Source: an optimization exercise on an open RTL-to-GDS flow (aim: small area). Production flows keep margins and buffers that such runs may drop.
Where RTL was checked, it was by simulation tests only, not by an equivalence proof against the original.
The flow treats the clock pin as an ideal source, which a real chip does not have.
No activity file was given, so power comes from the tool's default toggle rates.

Setup of the previous run:
// edge_top
module edge_top (
    input  logic       clk,
    input  logic       reset,
    input  logic       i_byte_valid,
    input  logic [7:0] i_byte,
    output logic       o_out_valid,
    output logic [7:0] o_out_byte,
    output logic       o_frame_done
);
==> module edge_top, before the edit <==
module edge_top (
    input  logic       clk,
    input  logic       reset,
    input  logic       i_byte_valid,
    input  logic [7:0] i_byte,
    output logic       o_out_valid,
    output logic [7:0] o_out_byte,
    output logic       o_frame_done
);
    logic [1:0] phase;    
    logic [6:0] pix;      
    logic [9:0] acc;      
    logic [7:0] prev;     
    wire ph_b = phase[1];
    wire ph_g = phase[0];
    wire bw   = i_byte_valid && ph_b;            
    function automatic logic [10:0] radd10(input logic [9:0] a, input logic [9:0] b, input logic ci);
        logic [10:0] r;
        logic c;
        c = ci;
        for (int i = 0; i < 10; i++) begin
            r[i] = a[i] ^ b[i] ^ c;
            c    = (a[i] & b[i]) | (a[i] & c) | (b[i] & c);
        end
        r[10] = c;
        radd10 = r;
    endfunction
    wire        ph_r  = !phase[1] && !phase[0];
    wire        take  = i_byte_valid;
    wire [9:0]  add_a = (take && ph_r) ? 10'd0 : acc;
    wire [9:0]  add_b = !take ? 10'd0 : ph_g ? {1'b0, i_byte, 1'b0} : {2'b00, i_byte};
    wire [10:0] sum_f = radd10(add_a, add_b, 1'b0);
    wire [9:0]  sum   = sum_f[9:0];
    wire [7:0] grey = sum[9:2];
    wire [10:0] d_f = radd10({2'b00, grey}, {2'b11, ~prev}, 1'b1);
    wire [8:0]  d   = d_f[8:0];
    wire       ge25  = d[7] | d[6] | d[5] | (d[4] & d[3] & (d[2] | d[1] | d[0]));
    wire       ge232 = d[7] & d[6] & d[5] & (d[4] | d[3]);
    wire       e     = d[8] ? !ge232 : ge25;
    logic [7:0] pix_c;
    logic [6:0] pix_inc;
    always_comb begin
        pix_c[0] = bw;
        for (int i = 0; i < 7; i++) begin
            pix_inc[i]  = pix[i] ^ pix_c[i];
            pix_c[i+1]  = pix[i] & pix_c[i];
        end
    end
    always_ff @(posedge clk) begin
        if (reset) begin
            phase <= 2'd0;
            pix   <= '0;
        end else begin
            if (i_byte_valid)
                phase <= {phase[0], !(phase[0] || phase[1])};
            pix <= pix_inc;
        end
    end
    always_ff @(posedge clk) begin
        acc <= sum;
        if (bw)
            prev <= grey;
    end
    logic [7:0] rc;
    logic [7:0] out_sr;
    wire        rd     = rc[7];
    wire        active = (rc != 8'd1);
    wire        e0     = bw && (pix == 7'd127);
    logic [8:0] rc_c;
    logic [7:0] rc_inc;
    always_comb begin
        rc_c[0] = active;
        for (int i = 0; i < 8; i++) begin
            rc_inc[i]  = rc[i] ^ rc_c[i];
            rc_c[i+1]  = rc[i] & rc_c[i];
        end
    end
    always_ff @(posedge clk) begin
        if (reset)
            rc <= 8'd1;
        else if (e0)
            rc <= 8'd124;
        else
            rc <= rc_inc;
    end
    assign o_frame_done = (rc == 8'd0);
    assign o_out_valid  = o_frame_done || (rc[7] && rc[2:0] == 3'd0 && rc[6:3] != 4'd0);
    assign o_out_byte   = out_sr;
    logic x1, x2;
    logic [4:0] s0a;
    logic [7:0] s0b;
    wire wv = bw && (pix[3:0] != 4'd0);
    wire rv = rd && (rc[3:0] != 4'd0);
    always_ff @(posedge clk) begin
        if (bw && pix == 7'd1)
            x1 <= e;
        if (bw && pix == 7'd2)
            x2 <= e;
    end
    wire w0a = bw && (pix[6:3] == 4'd0) && (pix[2] || (pix[1] && pix[0]));
    wire r0a = rd && (rc[6:3] == 4'd0) && (rc[2] || (rc[1] && rc[0]));
    wire w0b = bw && (pix[6:3] == 4'd1);
    wire r0b = rd && (rc[6:3] == 4'd1);
    always_ff @(posedge clk) begin
        if (w0a || r0a)
            s0a <= {e, s0a[4:1]};
        if (w0b || r0b)
            s0b <= {e, s0b[7:1]};
    end
    logic [7:0] lsb;
    assign lsb[0] = rc[3] ? s0b[0] :
                    (rc[2:0] == 3'd1) ? x1 : (rc[2:0] == 3'd2) ? x2 : s0a[0];
    genvar k;
    generate
        for (k = 1; k < 8; k++) begin : g_row
            logic [14:0] s;
            wire wk = wv && (pix[6:4] == k);
            wire rk = rv && (rc[6:4] == k);
            always_ff @(posedge clk) begin
                if (wk || rk)
                    s <= {e, s[14:1]};
            end
            assign lsb[k] = s[0];
        end
    endgenerate
    wire ser = (rc[3:0] != 4'd0) && lsb[rc[6:4]];
    always_ff @(posedge clk)
        out_sr <= {ser, out_sr[7:1]};
endmodule
clock: 10.0 ns
lec_check: 0
cap_margin: 0
core_margin: 2
core_utilization: 40
slew_margin: 0
standard.sh (not shown) runs the stock make flow with config.mk's settings and CLKGATE_MAP_FILE= SYNTH_SCRIPT=/design/flow/synth_recipe.tcl, a recipe that flattens the netlist after the stock synthesis.
==> flow/flow/run.sh <==
#!/bin/bash
# The standard ORFS layout (standard.sh) with these changes:
#  - synthesis is the standard flow's (synth_recipe.tcl, the same passes and register
#    mapping), but abc maps the logic with an area-oriented script
#    (flow/abc_area.script) through flow/synth.tcl;
#  - port buffers use the smallest buffer (buf_1);
#  - CTS builds its tree from clkbuf_4 (root clkbuf_8) and adds no dummy loads;
#  - after CTS, fixclk.tcl upsizes any clock buffer whose flip-flop clock pins
#    would see a slew over LIMIT_PS (placement parasitics), then legalises.
# Each tool's output goes to a log file of its own in this folder.
set -euo pipefail
export MY_ABC_SCRIPT="$PWD/flow/abc_area.script"
ARGS=(
  "SYNTH_SCRIPT=$PWD/flow/synth.tcl"
  "GPL_KEEP_OVERFLOW=0"
  "BUFFER_PORTS_ARGS=-buffer_cell sky130_fd_sc_hd__buf_1"
  "CTS_ARGS=-sink_clustering_enable -repair_clock_nets -dont_use_dummy_load -root_buf sky130_fd_sc_hd__clkbuf_8 -buf_list sky130_fd_sc_hd__clkbuf_4"
)
bash standard.sh "${ARGS[@]}" cts > make_cts.log 2>&1
R=orfs/results/sky130hd/edge_top/base
PLATFORM_DIR="$FLOW_HOME/platforms/sky130hd" ODB="$R/4_1_cts.odb" SDC="$R/4_cts.sdc" \
  LIMIT_PS=122 DRYRUN=0 openroad -no_init -exit flow/fixclk.tcl > fixclk.log 2>&1
bash standard.sh "${ARGS[@]}" finish > make_finish.log 2>&1
Other scripts of this flow, unchanged in this note and not shown: flow/flow/abc_area.script, flow/flow/fixclk.tcl, flow/flow/synth.tcl
The following lists how the current run was set up differently from the previous run:
-- flow/design.v --
<<< the previous run, line 81
        end else begin
            if (i_byte_valid)
                phase <= {phase[0], !(phase[0] || phase[1])};
            pix <= pix_inc;
        end
>>> the current run, line 81
        end else begin
            if (i_byte_valid)
                phase <= ph_b ? 2'd0 : phase + 2'd1;
            pix <= pix_inc;
        end
### Flow results
The current run: done, clean on timing, DRC and antenna
The current run ends up with a worst-case clock skew that is 7.9 ps lower than in the previous run.
Compared with the previous run, the current run shows a lower signal arrival time at the worst endpoint.
The current run against the previous run: final instance count without filler cells moved up; core utilization now sits at about the same level; time the worst path needs with I/O delays and setup saw a decrease; share of the cycle needed by the critical path after routing went down by 5.9 points; power lower.
Post-place instance area: the current run vs the previous run — no meaningful difference
Going from the previous run to the current run, sequential share of the synthesized area held; initial detailed-routing violation count went down 4.0%; critical path's largest stage delay went down 50 ps.
Function not checked in the previous run: the RTL went through the layout flow alone.

==> separate check: timing with driven ports <==
In the flow no input, the clock included, has a driving cell. The finished layouts below were timed again as built, in two steps.
Step 1 sets driving cells, clkbuf_16 on the clock port and buf_2 on the other inputs (assumed; they add their load-dependent delay and slew).
Step 2, shift: input delay + t, output delay - t, t = (earliest + latest rising clock arrival at the registers) / 2. This alone moves slack from input paths to output paths.
a / b / c = ideal / step 1 / step 2; a / b = the first two.
| run | t, ns | slack for setup (ns) | latest minus earliest clock arrival (ns) | pins driven straight from the clock port |
|---|---|---|---|---|
| the previous run | 0.443 | 1.373 / 1.387 / 0.944 | 0.038 / 0.038 | 1 |
| the current run | 0.442 | 1.964 / 1.974 / 1.532 | 0.029 / 0.030 | 1 |
After both steps every run listed still meets setup and hold. The setup slack of the current run, which loses most, moves by +0.010 ns with the drivers and by -0.432 ns with both steps.
